Source: an optimization exercise on an open RTL-to-GDS flow (aim: small area, a short achievable clock period and few clock cycles per item). Production flows keep margins and buffers that such runs may drop. In this exercise RTL edits were held to simulation tests only and were not proved equivalent to the original. No activity file was given, so power comes from the tool's default toggle rates.

## flow/constraint.sdc

```tcl
create_clock -name core_clock -period 8.0 [get_ports {clk_i}]
set_input_delay 1.6000 -clock core_clock [delete_from_list [all_inputs] [get_ports {clk_i}]]
set_output_delay 1.6000 -clock core_clock [all_outputs]
set_load 0.01 [all_outputs]
```

## flow/run.sh

```bash
#!/bin/bash
# synth_recipe.tcl (not shown) runs the flow's synth.tcl, then flattens the netlist and writes it again
# the make line also repeats each setting of config.mk as NAME=value (left out here)
make -C /OpenROAD-flow-scripts/flow DESIGN_CONFIG=/design/flow/config.mk WORK_HOME=/design/flow/orfs CLKGATE_MAP_FILE= SYNTH_SCRIPT=/design/flow/synth_recipe.tcl finish
```

## flow/design.v

```verilog
package axil_bridge_pkg;
  typedef enum logic [1:0] {
    RESP_OKAY   = 2'b00,
    RESP_EXOKAY = 2'b01,
    RESP_SLVERR = 2'b10,
    RESP_DECERR = 2'b11
  } axi_resp_e;
  typedef enum logic [3:0] {
    IDLE,
    READ_START,
    AR_HANDSHAKE,
    R_HANDSHAKE,
    READ_END,
    WRITE_START,
    AW_HANDSHAKE,
    W_HANDSHAKE,
    WRITE_END
  } bridge_state_e;
endpackage
`timescale 1ns/1ps
module mem_axil_bridge
(
  input  logic                  clk_i,
  input  logic                  rst_ni,
  input  logic                  req_i,
  output logic                  gnt_o,
  output logic                  rvalid_o,
  input  logic                  we_i,
  input  logic [(32 / 8)-1:0]   be_i,
  input  logic [32-1:0]   addr_i,
  input  logic [32-1:0]   wdata_i,
  output logic [32-1:0]   rdata_o,
  output logic                  err_o,
  output logic [16-1:0]   aw_addr_o,
  output logic                  aw_valid_o,
  input  logic                  aw_ready_i,
  output logic [32-1:0]   w_data_o,
  output logic [(32 / 8)-1:0]   w_strb_o,
  output logic                  w_valid_o,
  input  logic                  w_ready_i,
  input  logic [1:0]            b_resp_i,
  input  logic                  b_valid_i,
  output logic                  b_ready_o,
  output logic [16-1:0]   ar_addr_o,
  output logic                  ar_valid_o,
  input  logic                  ar_ready_i,
  input  logic [32-1:0]   r_data_i,
  input  logic [1:0]            r_resp_i,
  input  logic                  r_valid_i,
  output logic                  r_ready_o
);
  axil_bridge_pkg::bridge_state_e state_q;
  axil_bridge_pkg::bridge_state_e state_d;
  logic err_q;         
  logic rdata_load;    
  logic resp_load;     
  logic resp_err;
  assign w_strb_o = be_i[(32 / 8)-1:0];
  always_ff @(posedge clk_i) begin
    if (!rst_ni) begin
      state_q <= axil_bridge_pkg::IDLE;
      rdata_o <= '0;
      err_q   <= 1'b0;
    end else begin
      state_q <= state_d;
      if (rdata_load) begin
        rdata_o <= r_data_i;   
      end
      if (resp_load) begin
        err_q <= resp_err;
      end
    end
  end
  always_comb begin
    state_d    = state_q;
    gnt_o      = 1'b0;
    rvalid_o   = 1'b0;
    err_o      = 1'b0;
    aw_addr_o  = '0;
    aw_valid_o = 1'b0;
    w_data_o   = '0;
    w_valid_o  = 1'b0;
    b_ready_o  = 1'b0;
    ar_addr_o  = '0;
    ar_valid_o = 1'b0;
    r_ready_o  = 1'b0;
    rdata_load = 1'b0;
    resp_load  = 1'b0;
    resp_err   = 1'b0;
    unique case (state_q)
      axil_bridge_pkg::IDLE: begin
        if (req_i) begin
          state_d = we_i ? axil_bridge_pkg::WRITE_START : axil_bridge_pkg::READ_START;
        end
      end
      axil_bridge_pkg::READ_START: begin
        ar_addr_o  = addr_i[16-1:0];   
        ar_valid_o = 1'b1;
        if (ar_ready_i) begin
          state_d = axil_bridge_pkg::AR_HANDSHAKE;
        end
      end
      axil_bridge_pkg::AR_HANDSHAKE: begin
        r_ready_o = 1'b1;
        if (r_valid_i) begin
          rdata_load = 1'b1;
          resp_load  = 1'b1;
          resp_err   = r_resp_i[1];
          state_d    = axil_bridge_pkg::R_HANDSHAKE;
        end
      end
      axil_bridge_pkg::R_HANDSHAKE: begin
        gnt_o   = 1'b1;
        state_d = axil_bridge_pkg::READ_END;
      end
      axil_bridge_pkg::READ_END: begin
        rvalid_o = 1'b1;
        err_o    = err_q;
        state_d  = axil_bridge_pkg::IDLE;
      end
      axil_bridge_pkg::WRITE_START: begin
        aw_addr_o  = addr_i[16-1:0];
        aw_valid_o = 1'b1;
        w_data_o   = wdata_i[32-1:0];
        w_valid_o  = 1'b1;
        if (aw_ready_i && w_ready_i) begin
          state_d = axil_bridge_pkg::W_HANDSHAKE;
        end else if (aw_ready_i) begin
          state_d = axil_bridge_pkg::AW_HANDSHAKE;   
        end
      end
      axil_bridge_pkg::AW_HANDSHAKE: begin
        w_data_o  = wdata_i[32-1:0];
        w_valid_o = 1'b1;
        if (w_ready_i) begin
          state_d = axil_bridge_pkg::W_HANDSHAKE;
        end
      end
      axil_bridge_pkg::W_HANDSHAKE: begin
        b_ready_o = 1'b1;
        if (b_valid_i) begin
          gnt_o     = 1'b1;
          resp_load = 1'b1;
          resp_err  = b_resp_i[1];
          state_d   = axil_bridge_pkg::WRITE_END;
        end
      end
      axil_bridge_pkg::WRITE_END: begin
        rvalid_o = 1'b1;
        err_o    = err_q;
        state_d  = axil_bridge_pkg::IDLE;
      end
      default: begin
        state_d = axil_bridge_pkg::IDLE;
      end
    endcase
  end
endmodule
`timescale 1ns/1ps
module axil_sram_slave
(
  input  logic                  clk_i,
  input  logic                  rst_ni,
  input  logic [16-1:0]   aw_addr_i,
  input  logic                  aw_valid_i,
  output logic                  aw_ready_o,
  input  logic [32-1:0]   w_data_i,
  input  logic [(32 / 8)-1:0]   w_strb_i,
  input  logic                  w_valid_i,
  output logic                  w_ready_o,
  output axil_bridge_pkg::axi_resp_e             b_resp_o,
  output logic                  b_valid_o,
  input  logic                  b_ready_i,
  input  logic [16-1:0]   ar_addr_i,
  input  logic                  ar_valid_i,
  output logic                  ar_ready_o,
  output logic [32-1:0]   r_data_o,
  output axil_bridge_pkg::axi_resp_e             r_resp_o,
  output logic                  r_valid_o,
  input  logic                  r_ready_i
);
  localparam int idx_w = $clog2(256);
  logic [32-1:0] mem_q [256];
  logic r_valid_q;
  logic b_valid_q;
  logic wr_pend_q;    
  logic [32-1:0] r_data_q;
  axil_bridge_pkg::axi_resp_e           r_resp_q;
  axil_bridge_pkg::axi_resp_e           b_resp_q;
  logic [idx_w-1:0]    wr_idx_q;
  logic [32-1:0] wr_data_q;
  logic [(32 / 8)-1:0] wr_strb_q;
  logic                wr_ok_q;
  logic busy;
  logic rd_accept;
  logic wr_accept;
  function automatic logic in_range(input logic [16-1:0] addr);
    in_range = addr[16-1:idx_w+2] == '0;   
  endfunction
  assign busy       = wr_pend_q | b_valid_q | r_valid_q;
  assign ar_ready_o = ~busy;
  assign rd_accept  = ar_valid_i & ar_ready_o;
  assign wr_accept  = ~busy & aw_valid_i & w_valid_i & ~ar_valid_i;
  assign aw_ready_o = wr_accept;
  assign w_ready_o  = wr_accept;
  always_ff @(posedge clk_i) begin
    if (!rst_ni) begin
      r_valid_q <= 1'b0;
      b_valid_q <= 1'b0;
      wr_pend_q <= 1'b0;
    end else begin
      if (rd_accept) begin
        r_valid_q <= 1'b1;
      end else if (r_ready_i) begin
        r_valid_q <= 1'b0;
      end
      wr_pend_q <= wr_accept;   
      if (wr_pend_q) begin
        b_valid_q <= 1'b1;
      end else if (b_ready_i) begin
        b_valid_q <= 1'b0;
      end
    end
  end
  always_ff @(posedge clk_i) begin
    if (rd_accept) begin
      r_resp_q <= in_range(ar_addr_i) ? axil_bridge_pkg::RESP_OKAY : axil_bridge_pkg::RESP_SLVERR;
      r_data_q <= in_range(ar_addr_i) ? mem_q[ar_addr_i[idx_w+1:2]] : '0;
    end
    if (wr_accept) begin
      wr_ok_q   <= in_range(aw_addr_i);
      wr_idx_q  <= aw_addr_i[idx_w+1:2];   
      wr_data_q <= w_data_i;
      wr_strb_q <= w_strb_i;
    end
    if (wr_pend_q) begin
      b_resp_q <= wr_ok_q ? axil_bridge_pkg::RESP_OKAY : axil_bridge_pkg::RESP_SLVERR;
    end
  end
  always_ff @(posedge clk_i) begin
    if (wr_pend_q && wr_ok_q) begin
      for (int i = 0; i < (32 / 8); i++) begin
        if (wr_strb_q[i]) begin
          mem_q[wr_idx_q][i*8 +: 8] <= wr_data_q[i*8 +: 8];
        end
      end
    end
  end
  assign r_valid_o = r_valid_q;
  assign r_data_o  = r_data_q;
  assign r_resp_o  = r_resp_q;
  assign b_valid_o = b_valid_q;
  assign b_resp_o  = b_resp_q;
endmodule
`timescale 1ns/1ps
module axil_mem_subsys (
  input  logic                  clk_i,
  input  logic                  rst_ni,
  input  logic                  req_i,
  output logic                  gnt_o,
  output logic                  rvalid_o,
  input  logic                  we_i,
  input  logic [(32 / 8)-1:0]   be_i,
  input  logic [32-1:0]   addr_i,
  input  logic [32-1:0]   wdata_i,
  output logic [32-1:0]   rdata_o,
  output logic                  err_o
);
  logic [16-1:0] aw_addr;
  logic                aw_valid;
  logic                aw_ready;
  logic [32-1:0] w_data;
  logic [(32 / 8)-1:0] w_strb;
  logic                w_valid;
  logic                w_ready;
  logic [1:0]          b_resp;
  logic                b_valid;
  logic                b_ready;
  logic [16-1:0] ar_addr;
  logic                ar_valid;
  logic                ar_ready;
  logic [32-1:0] r_data;
  logic [1:0]          r_resp;
  logic                r_valid;
  logic                r_ready;
  mem_axil_bridge u_bridge (
    .clk_i (clk_i), .rst_ni (rst_ni),
    .req_i (req_i), .gnt_o (gnt_o), .rvalid_o (rvalid_o), .we_i (we_i), .be_i (be_i),
    .addr_i (addr_i), .wdata_i (wdata_i), .rdata_o (rdata_o), .err_o (err_o),
    .aw_addr_o (aw_addr), .aw_valid_o (aw_valid), .aw_ready_i (aw_ready),
    .w_data_o  (w_data),  .w_strb_o   (w_strb),   .w_valid_o  (w_valid),
    .w_ready_i (w_ready),
    .b_resp_i  (b_resp),  .b_valid_i  (b_valid),  .b_ready_o  (b_ready),
    .ar_addr_o (ar_addr), .ar_valid_o (ar_valid), .ar_ready_i (ar_ready),
    .r_data_i  (r_data),  .r_resp_i   (r_resp),   .r_valid_i  (r_valid),
    .r_ready_o (r_ready)
  );
  axil_sram_slave u_sram (
    .clk_i (clk_i), .rst_ni (rst_ni),
    .aw_addr_i (aw_addr), .aw_valid_i (aw_valid), .aw_ready_o (aw_ready),
    .w_data_i  (w_data),  .w_strb_i   (w_strb),   .w_valid_i  (w_valid),
    .w_ready_o (w_ready),
    .b_resp_o  (b_resp),  .b_valid_o  (b_valid),  .b_ready_i  (b_ready),
    .ar_addr_i (ar_addr), .ar_valid_i (ar_valid), .ar_ready_o (ar_ready),
    .r_data_o  (r_data),  .r_resp_o   (r_resp),   .r_valid_o  (r_valid),
    .r_ready_i (r_ready)
  );
endmodule
```

## flow/config.mk

```make
export PLATFORM = sky130hd
export DESIGN_NAME = axil_mem_subsys
export DESIGN_NICKNAME = axil_mem_subsys
export VERILOG_FILES = /design/flow/design.v
export SDC_FILE = /design/flow/constraint.sdc
export NUM_CORES = 8
export LEC_CHECK = 0
export CAP_MARGIN = 20
export CORE_MARGIN = 2
export CORE_UTILIZATION = 40
export SLEW_MARGIN = 20
export SYNTH_MEMORY_MAX_BITS = 16384
```

==> summary.txt <==
-- flip-flops by register name, indices dropped and copies added, names as in the netlist, 4 cells and up --
signal / flops
u_sram.mem_q: 8192
u_bridge.rdata_o: 32
u_sram.r_data_q: 32
u_sram.wr_data_q: 32
u_sram.wr_idx_q: 8
u_bridge.state_q: 4
u_sram.wr_strb_q: 4
-- path summary, 6_finish.rpt --
kind / start / slack [ns] / cells past startpoint / end
max: u_bridge.state_q[3]$_SDFFE_PN0P_ / 1.90 / 10 / u_sram.r_data_q[7]$_SDFFCE_PP0P_
min: u_bridge.rdata_o[23]$_SDFFE_PN0P_ / 0.46 / 2 / u_bridge.rdata_o[23]$_SDFFE_PN0P_
max reg2reg: u_bridge.state_q[3]$_SDFFE_PN0P_ / 1.90 / 10 / u_sram.r_data_q[7]$_SDFFCE_PP0P_
min reg2reg: u_bridge.rdata_o[23]$_SDFFE_PN0P_ / 0.46 / 2 / u_bridge.rdata_o[23]$_SDFFE_PN0P_
-- power breakdown --
group	switching, uW	internal (uW)	leakage (uW)
sequential	220	48800	0.0747
combinational	12200	3890	0.0365
clock	16800	20800	0.0126
total	29200	73500	0.124
-- layer usage --
metal  global-route usage  vias to the layer above
met1                0.310                   104000
met2                0.353                     9623
met5                    0                        -
li1                     -                    88300
met4                0.108                       12
met3               0.0442                     1799
-- cells by family after synthesis --
kind of cell              after synthesis  share of synthesized area
buffers and inverters                2486                     0.0291
muxes                                2819                     0.0849
and+or+nand+nor                      4630                     0.0564
AOI/OAI and AO/OA                    4724                     0.0975
DFF                                  8311                      0.732
xor gates and xnor gates                2                  0.0000515
-- worst register-to-register path, stage by stage, from the launching register on --
cell and delay (ns):
dfxtp_1 0.67, nor4b_4 0.10, buf_4 0.26, buf_12 0.29, nand2_4 0.73, buf_4 0.59, o22a_1 0.40, a31oi_1 0.16
a22oi_1 0.99, nand4_1 1.04, a221o_1 0.58
-- cell usage in the layout (no fill, tap or decap), types with 143 or more instances in the layout --
cell type	netlist	routed
o221ai_1	196	196
mux2_2	532	532
o22a_1	507	507
a211oi_1	314	314
o22ai_1	652	652
o21ai_0	365	365
buf_4	9	356
nor3_1	158	143
nand4_1	191	191
nand2_1	1059	1051
nor2_1	2729	2708
clkbuf_16	0	837
a22oi_1	461	461
clkinv_1	0	208
o211ai_1	337	337
clkbuf_1	1111	210
and2_1	251	250
a21oi_1	454	452
mux2i_1	2287	2287
inv_1	771	771
a31oi_1	840	838
edfxtp_1	8271	8271
-- stage by stage --
| stage | utilization | std cells | hold slack [ns] | setup WS [ns] |
|---|---|---|---|---|
| floorplan | - | 23000 | 0.450 | 2.24 |
| global placement | 0.418 | 33000 | 0.461 | 1.50 |
| detailed placement | 0.418 | 33000 | 0.464 | 1.60 |
| CTS | 0.448 | 34600 | 0.472 | 2.20 |
| global route | 0.448 | 34600 | 0.488 | 1.99 |
| finish | 0.448 | 34600 | 0.464 | 1.90 |
-- layout make-up --
type                       instances  area share
antenna                           52    0.000342
tap                            11200      0.0369
sequential                      8311       0.656
timing repair buffer             569      0.0160
multi-input combinational      12200       0.215
clock inverter                   472      0.0107
inverter                         771     0.00762
clock buffer                    1047      0.0572
==> impl_metrics.yaml <==
floorplan:
  die_h_microns: 926
  die_area_sq_um: 858000
  boundaryPins: 107
  initial_core_util: 0.402
  core_sq_um: 848000
  num_rows: 338
  die_w_microns: 926
logic_synthesis:
  synth_edf_count: 8271
  synth-seq-cells: 8311
  yosys_warnings: 2
  syn_area_sq_um: 340000
  synthCells: 23000
  synth_cell_types: 62
  synth_top_area_frac: 0.730
  synthArstFlopShare: 0
  ys.flop_type: "edfxtp_1"
  synth_most_common_cell: "edfxtp_1"
  avgSynthCellArea_sq_um: 14.8
  synth_commonest_cells: "8271 x edfxtp_1, 2729 x nor2_1, 2287 x mux2i_1"
  yosys.area.top_type: "edfxtp_1"
  synth.area.top_cells: "edfxtp_1 73%, mux2i_1 6.7%, nor2_1 3.0%, mux2_2 1.8%, a31oi_1 1.5%"
  synth-seq-area-share: 0.732
  syn_nets: 23000
drt:
  detailroute.wirelength.met2_microns: 464000
  firstDrtPassIters: 7
  first_iter_violations: 27200
  drt-total-wl_microns: 1020000
  met1_length_microns: 413000
  wl_met3_microns: 90200
  vias: 204000
  wl_per_cell_microns: 29.6
  drc: 0
  ant_nets: 0
  highest_layer: "met5"
  viasPerCell: 5.89
sta:
  finalCriticalPeriod_ns: 6.10
  drv_slew: 0
  fin_worst_skew_ns: 0.0571
  fin_tns_setup_ns: 0
  fmax_mhz: 164
  setup_viol_count_final: 0
  period_share: 0.762
  slew_headroom: 0.0905
  rsz0062_at_grt: "false"
  worst_slew_pin_slew_ns: 1.35
  report.final.hold_viol_count: 0
critical_path:
  cp-end-kind: "register"
  worstPathMaxFanout: 66
  critPathKind: "register to register"
  worst-path-buf-inv: 3
  path_common_cell: "buf_4"
  path_cells: "nor4b_4 -> buf_4 -> buf_12 -> nand2_4 -> buf_4 -> o22a_1 -> a31oi_1 -> a22oi_1 -> nand4_1 -> a221o_1"
  startpoint_type: "register"
  cpPeakStageDelay_ns: 1.03
  slowest_stage: "nand4_1"
  critPathArrivalTime_ns: 7.02
  worstPathRequired_ns: 8.92
  crit_family: "compound AO/OA/AOI/OAI gates"
final_layout:
  multi_input_comb_area_sq_um: 81800
  fill_cells: 73900
  nNetsFinal: 22700
  syn2layout_area_growth_pct: 11.6
  drive_gt1_frac: 0.0951
  stdcell_area_sq_um: 380000
  regArea_sq_um: 249000
clock_network:
  post_cts_buffers: 0
  ctsHtreeMaxLevel: 6
  path_clk_slew_ns: 0.06
  cts_resized: 0
  cts_tree: "done"
  clk_latency_ns: 1.20
  cts_max_path_buffers: 4
  root_buffer: "clkbuf_16"
  cts_sinks: 8311
  cts_made_buffers: 829
  hold_buffers: 0
pwr:
  vdd_ir_drop_max_mv: 0.273
  leakage_uw: 0.124
  finalPower_uw: 103000
  power.density_nw_per_um2: 270
min_path:
  hp-class: "register to register"
grt:
  grt_pass1_wl_microns: 1430000
  grt_max_degree: 165
  antenna_found_initial: 68
  first_global_vias: 194000
  grt-ovfl-total: 0
  grt_util_all_layers: 0.228
placement:
  portBuffers: 88
  dp_hpwl_microns: 632000
  gp_congestion: 0.873
  placed_cell_area_sq_um: 354000
job:
  max_cap_violations: 0
run_status:
  status: "timing/DRC/antenna clean"
Testbench counts, summed over its fixed seeds: cycles 24,000, accesses 4,800.

afterwards: timing with drivers on the ports:
The flow's constraints put no driver on any port. The routed layout listed below was extracted and timed again, unchanged, in two steps. Step 1 sets driving cells, clkbuf_16 on the clock port and buf_2 on the other inputs (assumed; they add their load-dependent delay and slew). Step 2 also shifts input and output timing later by t, the mid clock arrival at the registers, as if the neighbouring blocks saw the same clock. a / b / c = no drivers / after step 1 / after step 2; a / b = the first two.
t, ns: 1.307
slack for setup (ns): 1.902 / 1.902 / 1.026
hold WS [ns]: 0.464 / 0.464 / 0.464
worst register clock-pin slew, ns: 0.07 / 0.07
worst data-port slew with drivers (ns): 0.25
After both steps this run still meets setup and hold. The setup slack of this run moves by 0.000 ns with the drivers and by -0.876 ns with both steps.
